This is an optimization exercise on Yosys and OpenROAD, whose aim is small area, not a production implementation.
Only simulation tests tie the RTL to the original design; equivalence was not proved.

--- flow/config.mk ---
export PLATFORM = sky130hd
export DESIGN_NAME = arenaTop
export DESIGN_NICKNAME = arenaTop
export VERILOG_FILES = /design/flow/design.v
export SDC_FILE = /design/flow/constraint.sdc
export NUM_CORES = 4
export LEC_CHECK = 0
export CAP_MARGIN = 20
export CORE_MARGIN = 2
export CORE_UTILIZATION = 40
export SLEW_MARGIN = 20
--- flow/constraint.sdc ---
create_clock -name core_clock -period 20.0 [get_ports {clk}]
set_input_delay 4.0000 -clock core_clock [delete_from_list [all_inputs] [get_ports {clk}]]
set_output_delay 4.0000 -clock core_clock [all_outputs]
set_load 0.01 [all_outputs]
--- flow/design.v ---
package arenaPkg;
    typedef logic [9:0] coord_t;
    typedef logic [3:0] heading_t;
    typedef logic signed [7:0] trig_t;
    typedef struct packed {
        coord_t x;
        coord_t y;
    } point_t;
    typedef struct packed {
        logic [7:0] red;
        logic [7:0] green;
        logic [7:0] blue;
    } rgb_t;
    typedef struct packed {
        point_t   tank1;
        point_t   tank2;
        point_t   bullet;
        heading_t heading;
        logic     bulletActive;
        coord_t   halfSize;
    } scene_t;
    localparam rgb_t tank1Color  = 24'hffbb00;
    localparam rgb_t tank2Color  = 24'hff0000;
    localparam rgb_t bulletColor = 24'h32ddde;
    localparam rgb_t floorColor  = 24'h555555;
    localparam rgb_t blankColor  = 24'h000000;
endpackage
module vgaTiming
#(
    parameter int hVisible = 640,
    parameter int hFront   = 16,
    parameter int hSyncLen = 96,
    parameter int hBack    = 48,
    parameter int vVisible = 480,
    parameter int vFront   = 10,
    parameter int vSyncLen = 2,
    parameter int vBack    = 33
)
(
    input  logic   clk,
    input  logic   rstN,
    output arenaPkg::point_t drawPos,
    output logic   displayOn,
    output logic   frameStart,
    output logic   hSyncRaw,
    output logic   vSyncRaw
);
    localparam arenaPkg::coord_t hLast = arenaPkg::coord_t'(hVisible + hFront + hSyncLen + hBack - 1);
    localparam arenaPkg::coord_t vLast = arenaPkg::coord_t'(vVisible + vFront + vSyncLen + vBack - 1);
    localparam arenaPkg::coord_t hSyncFirst = arenaPkg::coord_t'(hVisible + hFront);
    localparam arenaPkg::coord_t hSyncStop  = arenaPkg::coord_t'(hVisible + hFront + hSyncLen);
    localparam arenaPkg::coord_t vSyncFirst = arenaPkg::coord_t'(vVisible + vFront);
    localparam arenaPkg::coord_t vSyncStop  = arenaPkg::coord_t'(vVisible + vFront + vSyncLen);
    localparam arenaPkg::coord_t hVisEnd = arenaPkg::coord_t'(hVisible);
    localparam arenaPkg::coord_t vVisEnd = arenaPkg::coord_t'(vVisible);
    arenaPkg::coord_t col;
    arenaPkg::coord_t row;
    always_ff @(posedge clk)
    begin
        if (!rstN)
        begin
            col <= '0;
            row <= '0;
        end
        else if (col == hLast)
        begin
            col <= '0;
            if (row == vLast)
                row <= '0;
            else
                row <= row + 1'b1;
        end
        else
        begin
            col <= col + 1'b1;
        end
    end
    assign drawPos    = {col, row};
    assign displayOn  = (col < hVisEnd) && (row < vVisEnd);
    assign frameStart = (col == '0) && (row == '0);
    assign hSyncRaw = !((col >= hSyncFirst) && (col < hSyncStop));
    assign vSyncRaw = !((row >= vSyncFirst) && (row < vSyncStop));
endmodule
module sinCosRom
(
    input  arenaPkg::heading_t heading,
    output arenaPkg::trig_t    sinVal,
    output arenaPkg::trig_t    cosVal
);
    localparam arenaPkg::heading_t quarterTurn = 4'd4;
    arenaPkg::heading_t cosIndex;
    function automatic arenaPkg::trig_t sineOf(input arenaPkg::heading_t idx);
        arenaPkg::trig_t val;
        case (idx)
            4'd0:    val = 8'sd0;
            4'd1:    val = 8'sd49;
            4'd2:    val = 8'sd90;
            4'd3:    val = 8'sd117;
            4'd4:    val = 8'sd127;
            4'd5:    val = 8'sd117;
            4'd6:    val = 8'sd90;
            4'd7:    val = 8'sd49;
            4'd8:    val = 8'sd0;
            4'd9:    val = -8'sd49;
            4'd10:   val = -8'sd90;
            4'd11:   val = -8'sd117;
            4'd12:   val = -8'sd127;
            4'd13:   val = -8'sd117;
            4'd14:   val = -8'sd90;
            default: val = -8'sd49;
        endcase
        sineOf = val;
    endfunction
    assign cosIndex = heading + quarterTurn;
    assign sinVal = sineOf(heading);
    assign cosVal = sineOf(cosIndex);
endmodule
module rotatePoint
(
    input  arenaPkg::point_t drawPos,
    input  arenaPkg::point_t centre,
    input  arenaPkg::trig_t  sinVal,
    input  arenaPkg::trig_t  cosVal,
    output arenaPkg::point_t rotPos
);
    logic signed [10:0] dx;
    logic signed [10:0] dy;
    logic signed [18:0] prodXCos;
    logic signed [18:0] prodYSin;
    logic signed [18:0] prodXSin;
    logic signed [18:0] prodYCos;
    logic signed [19:0] sumX;
    logic signed [19:0] sumY;
    logic signed [19:0] scaledX;
    logic signed [19:0] scaledY;
    assign dx = $signed({1'b0, drawPos.x}) - $signed({1'b0, centre.x});
    assign dy = $signed({1'b0, drawPos.y}) - $signed({1'b0, centre.y});
    assign prodXCos = dx * cosVal;
    assign prodYSin = dy * sinVal;
    assign prodXSin = dx * sinVal;
    assign prodYCos = dy * cosVal;
    assign sumX = prodXCos - prodYSin;
    assign sumY = prodXSin + prodYCos;
    assign scaledX = sumX >>> 7;
    assign scaledY = sumY >>> 7;
    assign rotPos.x = centre.x + scaledX[9:0];
    assign rotPos.y = centre.y + scaledY[9:0];
endmodule
module sceneRegs
(
    input  logic   clk,
    input  logic   rstN,
    input  logic   load,
    input  arenaPkg::scene_t update,
    input  logic   frameStart,
    output arenaPkg::scene_t active
);
    arenaPkg::scene_t pending;
    always_ff @(posedge clk)
    begin
        if (!rstN)
        begin
            pending <= '0;
        end
        else if (load)
        begin
            pending <= update;
        end
    end
    always_ff @(posedge clk)
    begin
        if (!rstN)
        begin
            active <= '0;
        end
        else if (frameStart)
        begin
            active <= pending;
        end
    end
endmodule
module colorMapper
(
    input  logic   clk,
    input  logic   rstN,
    input  arenaPkg::point_t drawPos,
    input  arenaPkg::point_t rotPos,
    input  logic   displayOn,
    input  arenaPkg::scene_t scene,
    output arenaPkg::rgb_t   pixel
);
    logic inTank1;
    logic inTank2;
    logic inBullet;
    arenaPkg::rgb_t nextColor;
    function automatic logic inBox(input arenaPkg::point_t p, input arenaPkg::point_t c, input arenaPkg::coord_t half);
        arenaPkg::coord_t loX;
        arenaPkg::coord_t hiX;
        arenaPkg::coord_t loY;
        arenaPkg::coord_t hiY;
        loX = c.x - half;
        hiX = c.x + half;
        loY = c.y - half;
        hiY = c.y + half;
        inBox = (p.x >= loX) && (p.x <= hiX) && (p.y >= loY) && (p.y <= hiY);
    endfunction
    assign inTank1  = inBox(drawPos, scene.tank1, scene.halfSize);
    assign inTank2  = inBox(rotPos, scene.tank2, scene.halfSize);
    assign inBullet = scene.bulletActive && inBox(drawPos, scene.bullet, scene.halfSize);
    always_comb
    begin
        if (!displayOn)
            nextColor = arenaPkg::blankColor;
        else if (inTank1)
            nextColor = arenaPkg::tank1Color;
        else if (inTank2)
            nextColor = arenaPkg::tank2Color;
        else if (inBullet)
            nextColor = arenaPkg::bulletColor;
        else
            nextColor = arenaPkg::floorColor;
    end
    always_ff @(posedge clk)
    begin
        if (!rstN)
            pixel <= arenaPkg::blankColor;
        else
            pixel <= nextColor;
    end
endmodule
module arenaTop
#(
    parameter int hVisible = 640,
    parameter int hFront   = 16,
    parameter int hSyncLen = 96,
    parameter int hBack    = 48,
    parameter int vVisible = 480,
    parameter int vFront   = 10,
    parameter int vSyncLen = 2,
    parameter int vBack    = 33
)
(
    input  logic   clk,
    input  logic   rstN,
    input  logic   load,
    input  arenaPkg::scene_t update,
    output arenaPkg::rgb_t   pixel,
    output logic   hSync,
    output logic   vSync
);
    arenaPkg::point_t drawPos;
    arenaPkg::point_t rotPos;
    logic   displayOn;
    logic   frameStart;
    logic   hSyncRaw;
    logic   vSyncRaw;
    arenaPkg::scene_t active;
    arenaPkg::trig_t  sinVal;
    arenaPkg::trig_t  cosVal;
    vgaTiming #(
        .hVisible (hVisible),
        .hFront   (hFront),
        .hSyncLen (hSyncLen),
        .hBack    (hBack),
        .vVisible (vVisible),
        .vFront   (vFront),
        .vSyncLen (vSyncLen),
        .vBack    (vBack)
    ) timingGen (
        .clk        (clk),
        .rstN       (rstN),
        .drawPos    (drawPos),
        .displayOn  (displayOn),
        .frameStart (frameStart),
        .hSyncRaw   (hSyncRaw),
        .vSyncRaw   (vSyncRaw)
    );
    sceneRegs sceneBank (
        .clk        (clk),
        .rstN       (rstN),
        .load       (load),
        .update     (update),
        .frameStart (frameStart),
        .active     (active)
    );
    sinCosRom trigTable (
        .heading (active.heading),
        .sinVal  (sinVal),
        .cosVal  (cosVal)
    );
    rotatePoint rotator (
        .drawPos (drawPos),
        .centre  (active.tank2),
        .sinVal  (sinVal),
        .cosVal  (cosVal),
        .rotPos  (rotPos)
    );
    colorMapper mapper (
        .clk       (clk),
        .rstN      (rstN),
        .drawPos   (drawPos),
        .rotPos    (rotPos),
        .displayOn (displayOn),
        .scene     (active),
        .pixel     (pixel)
    );
    always_ff @(posedge clk)
    begin
        if (!rstN)
        begin
            hSync <= 1'b1;
            vSync <= 1'b1;
        end
        else
        begin
            hSync <= hSyncRaw;
            vSync <= vSyncRaw;
        end
    end
endmodule
--- flow/run.sh ---
#!/bin/bash
# synth_recipe.tcl (not shown) runs the flow's synth.tcl, then flattens the netlist and writes it again
# the make line also repeats each setting of config.mk as NAME=value (left out here)
make -C /OpenROAD-flow-scripts/flow DESIGN_CONFIG=/design/flow/config.mk WORK_HOME=/design/flow/orfs CLKGATE_MAP_FILE= SYNTH_SCRIPT=/design/flow/synth_recipe.tcl finish
==> results.py <==
metrics = {
    "clocking": {
        "path_clk_slew_ps": 80,
        "clk-insertion-delay-late_ps": 480,
        "tritoncts_clock_tree": "yes",
        "ctsHtreeMaxLevel": 4,
        "cts_buffers": 17,
        "root_buffer_cell": "sky130_fd_sc_hd__clkbuf_16",
        "clock_path_buffers": 2,
        "clkSinkCount": 190,
        "cts.hold.buffers_added": 0,
        "cts.repair.resized": 0,
        "post_cts.repair.setup_buffers": 0,
    },
    "sta": {
        "max_slew_margin_pct": 22.5,
        "rsz_0062_raised_after_global_routing": "false",
        "worst_slew_pin_slew_ps": 1150,
        "timing.setup.tns_ps": 0,
        "final_hold_vios": 0,
        "final.hold.worst_slack_ps": 469,
        "layout_setup_ws_ps": 8500,
        "finalSetupViolCount": 0,
        "finalWorstPathRequiredPeriod_ps": 11500,
        "fin_skew_ps": 20.5,
        "timing.final.crit_share_pct": 57.5,
        "max_slew_violation_total_from_the_final_report": 0,
        "maxClockFrequency_mhz": 87.0,
    },
    "cells_and_area": {
        "utilization_pct": 43.9,
        "drive_gt1_share_pct": 3.40,
        "finalNetCount": 3985,
        "flow.area_growth_from_synthesis_pct": 9.31,
    },
    "routing": {
        "postRouteWirelength_mm": 71.6,
        "via_per_inst": 4.97,
        "post_drt_wl_per_cell_um": 17.5,
        "drc": 0,
        "route.vias.total": 20300,
        "dr.pass1.iters": 7,
        "drt.antenna.violating_nets": 0,
        "detailedRoute.firstIterationViolations": 1010,
    },
    "logic_synthesis": {
        "synth_sequential_area_ratio_pct": 13.8,
        "netlist_instances": 3138,
        "synth-edff-count": 0,
        "syn_area_um2": 27500,
        "syn_nets": 3930,
        "yosys.cell_types.count": 81,
        "ys.warnings.count": 5,
        "synth_top_flop_cell": "sky130_fd_sc_hd__dfxtp_1",
        "yosys_register_bits": 190,
        "synth_async_sr_flop_share_pct": 0,
        "post_synth.cell_area_avg_um2": 8.75,
    },
    "global_route": {
        "global_route.overflow_total": 0,
        "grt_pass1_wl_mm": 114,
        "global_route.usage.total_pct": 20.9,
        "initial_antenna_violation_count": 0,
        "grt_max_degree": 112,
        "grt_pass1_vias": 20600,
    },
    "status": {
        "run_status": "finished clean",
    },
    "place": {
        "place_ws_ps": 8560,
        "finalWeightedCongestion": 0.890,
        "dp.final_hpwl_mm": 56.8,
        "port-buffer-count": 102,
    },
    "critical_path": {
        "worst_setup_path_end_kind": "flip-flop",
        "cp-start-kind": "flip-flop",
        "crit_path_max_fanout": 7,
        "timing.critical_path.slowest_stage_cell": "sky130_fd_sc_hd__nor2_1",
        "reg2regPathDepth": 43,
        "worstSetupPathType": "flip-flop to flip-flop",
        "critical-path-top-cell-by-count": "sky130_fd_sc_hd__fa_1",
        "crit_path_largest_cell_delay_ps": 640,
        "timing.critical_path.arrival_ps": 11860,
        "timing.critical_path.required_ps": 20360,
    },
    "floorplanning": {
        "core_area_um2": 68300,
        "initial_utilization_pct": 40.2,
        "dieHeight_um": 266,
        "top_level_ports": 104,
        "die_width_um": 266,
        "total_number_of_placement_rows": 96,
        "die-area_um2": 70800,
    },
    "flow_run": {
        "maxCapViolCount": 0,
    },
    "hold_path": {
        "min_path_cells": 2,
        "min_path_type": "flip-flop to flip-flop",
    },
}
[routing by layer]
layer / wire length [um] / vias to the layer above / part of all wire (%) / track usage (%)
met2: 34300 / 374 / 48 / 35.8
met3: 2940 / 82 / 4.1 / 2.80
li1: - / 10000 / - / -
met5: 0 / - / 0 / 0
met1: 32400 / 9840 / 45 / 27.3
met4: 1980 / 0 / 2.8 / 6.21
[through the flow]
stage	cells	area, um2
floorplan	3138	27500
global placement	4056	29500
detailed placement	4056	29500
CTS	4088	30000
global route	4088	30000
finish	4090	30000
[worst paths after layout]
check	from	to	slack (ps)
max	timingGen.row[0]	mapper.pixel[0]	8500
min	sceneBank.pending[39]	sceneBank.active[39]	470
max reg2reg	timingGen.row[0]	mapper.pixel[0]	8500
min reg2reg	sceneBank.pending[39]	sceneBank.active[39]	470
[state kept, by name (all words and copies together) (netlist names)]
| name | cells |
|---|---|
| timingGen.row | 10 |
| rotator.sinVal | 8 |
| sceneBank.active | 75 |
| sceneBank.pending | 75 |
| timingGen.col | 10 |
| vSync | 1 |
| mapper.pixel | 10 |
| hSync | 1 |
[critical path: cells and delay by family (launching register included)]
family | cells | cell delay (ps)
AO/OA/AOI/OAI | 12 | 2890
XOR/XNOR | 4 | 670
adder cells (fa/ha/maj) | 11 | 4660
buffers and inverters | 6 | 600
flip-flops | 1 | 360
AND/OR/NAND/NOR | 10 | 2200
[area by class of cell]
type                            instances  area, um2
Fill cell                            6857      38300
Multi-Input combinational cell       2318      21200
Sequential cell                       190       3800
Inverter                              514       1930
Timing Repair Buffer                  152       1390
Tap cell                              882       1100
Clock buffer                           19        433
Clock inverter                         13        120
Antenna cell                            2       5.00
[cells in the final DEF, fill, tap and decap left out, types with 4 or more instances in the layout]
cell type                           n
sky130_fd_sc_hd__nor3_1            22
sky130_fd_sc_hd__clkbuf_16         17
sky130_fd_sc_hd__a211oi_1          11
sky130_fd_sc_hd__o21a_1            37
sky130_fd_sc_hd__a21o_1            57
sky130_fd_sc_hd__and2_1           107
sky130_fd_sc_hd__nand4_1           19
sky130_fd_sc_hd__clkdlybuf4s50_1  100
sky130_fd_sc_hd__a31oi_1            5
sky130_fd_sc_hd__o21bai_1          31
sky130_fd_sc_hd__inv_6              7
sky130_fd_sc_hd__and3_1             7
sky130_fd_sc_hd__fa_1             323
sky130_fd_sc_hd__a21boi_0          78
sky130_fd_sc_hd__o21ai_0           57
sky130_fd_sc_hd__nor4_1             4
sky130_fd_sc_hd__a21oi_1          116
sky130_fd_sc_hd__nand3_1           25
sky130_fd_sc_hd__xnor2_1          164
sky130_fd_sc_hd__mux2i_1           84
sky130_fd_sc_hd__nor2_1           182
sky130_fd_sc_hd__dfxtp_1          189
sky130_fd_sc_hd__inv_1            511
sky130_fd_sc_hd__xor2_1            47
sky130_fd_sc_hd__buf_4             52
sky130_fd_sc_hd__nand2b_1          38
sky130_fd_sc_hd__o211ai_1           4
sky130_fd_sc_hd__nor2b_1          123
sky130_fd_sc_hd__ha_1             391
sky130_fd_sc_hd__nand2_1          320
[logic make-up (layout without fill, tap and decap cells)]
group	count (synthesis)	count (layout)	share of synthesized area, %
AO/OA/AOI/OAI	434	434	10.7
adder cells (fa/ha/maj)	714	714	41.4
AND/OR/NAND/NOR	870	870	15.2
buffers and inverters	630	698	8.86
flip-flops	190	190	13.8
XOR/XNOR	213	213	6.84
multiplexers	86	86	3.14
other	1	3	0.0137
[synth_stat cells, drive strengths merged, types with 2 or more instances]
master / instances / area, um2
nand4: 19 / 119
a311oi: 2 / 17.5
nor2: 183 / 689
xnor2: 164 / 1440
or4: 3 / 26.3
o31ai: 2 / 15.0
fa: 323 / 6470
a31o: 2 / 17.5
o21bai: 31 / 233
nand2: 321 / 1210
nand3b: 2 / 15.0
o22ai: 4 / 38.8
and3: 7 / 43.8
a21boi: 79 / 597
inv: 513 / 1930
o31a: 3 / 35.0
nand2b: 39 / 251
a31oi: 6 / 52.6
o41ai: 3 / 52.6
nor3: 23 / 120
or2: 2 / 15.0
or3: 4 / 30.0
and2: 107 / 669
o211ai: 4 / 30.0
buf: 22 / 153
a41oi: 2 / 36.3
nor4: 5 / 37.5
o22a: 3 / 26.3
a21oi: 117 / 589
xor2: 48 / 420
a211oi: 11 / 82.6
mux2i: 84 / 841
o21ai: 60 / 300
and4: 4 / 35.0
nor2b: 123 / 769
a21o: 58 / 437
nand3: 25 / 125
mux2: 2 / 22.5
clkbuf: 94 / 353
a211o: 2 / 17.5
o21a: 39 / 302
dfxtp: 190 / 3800
ha: 391 / 4890

[afterwards: timing with drivers on the ports]
In the flow no input, the clock included, has a driving cell. The finished layout below was timed again as built, in two steps. Step 1 assumes that a clkbuf_16 drives the clock port and a buf_2 every other input. Step 2, shift: input delay + t, output delay - t, t = (earliest + latest rising clock arrival at the registers) / 2. This alone moves slack from input paths to output paths. Three values: ideal, step 1, step 2; two values: the first two.
t, ns: 0.520
setup slack, ns: 8.499 / 8.499 / 8.499
hold slack, ns: 0.469 / 0.469 / 0.469
worst setup path after step 2: register to register
cell pins on the clock port's net: 1
After both steps this run still meets setup and hold. For this run, drivers alone change the setup slack by 0.000 ns; drivers and shift together by 0.000 ns.
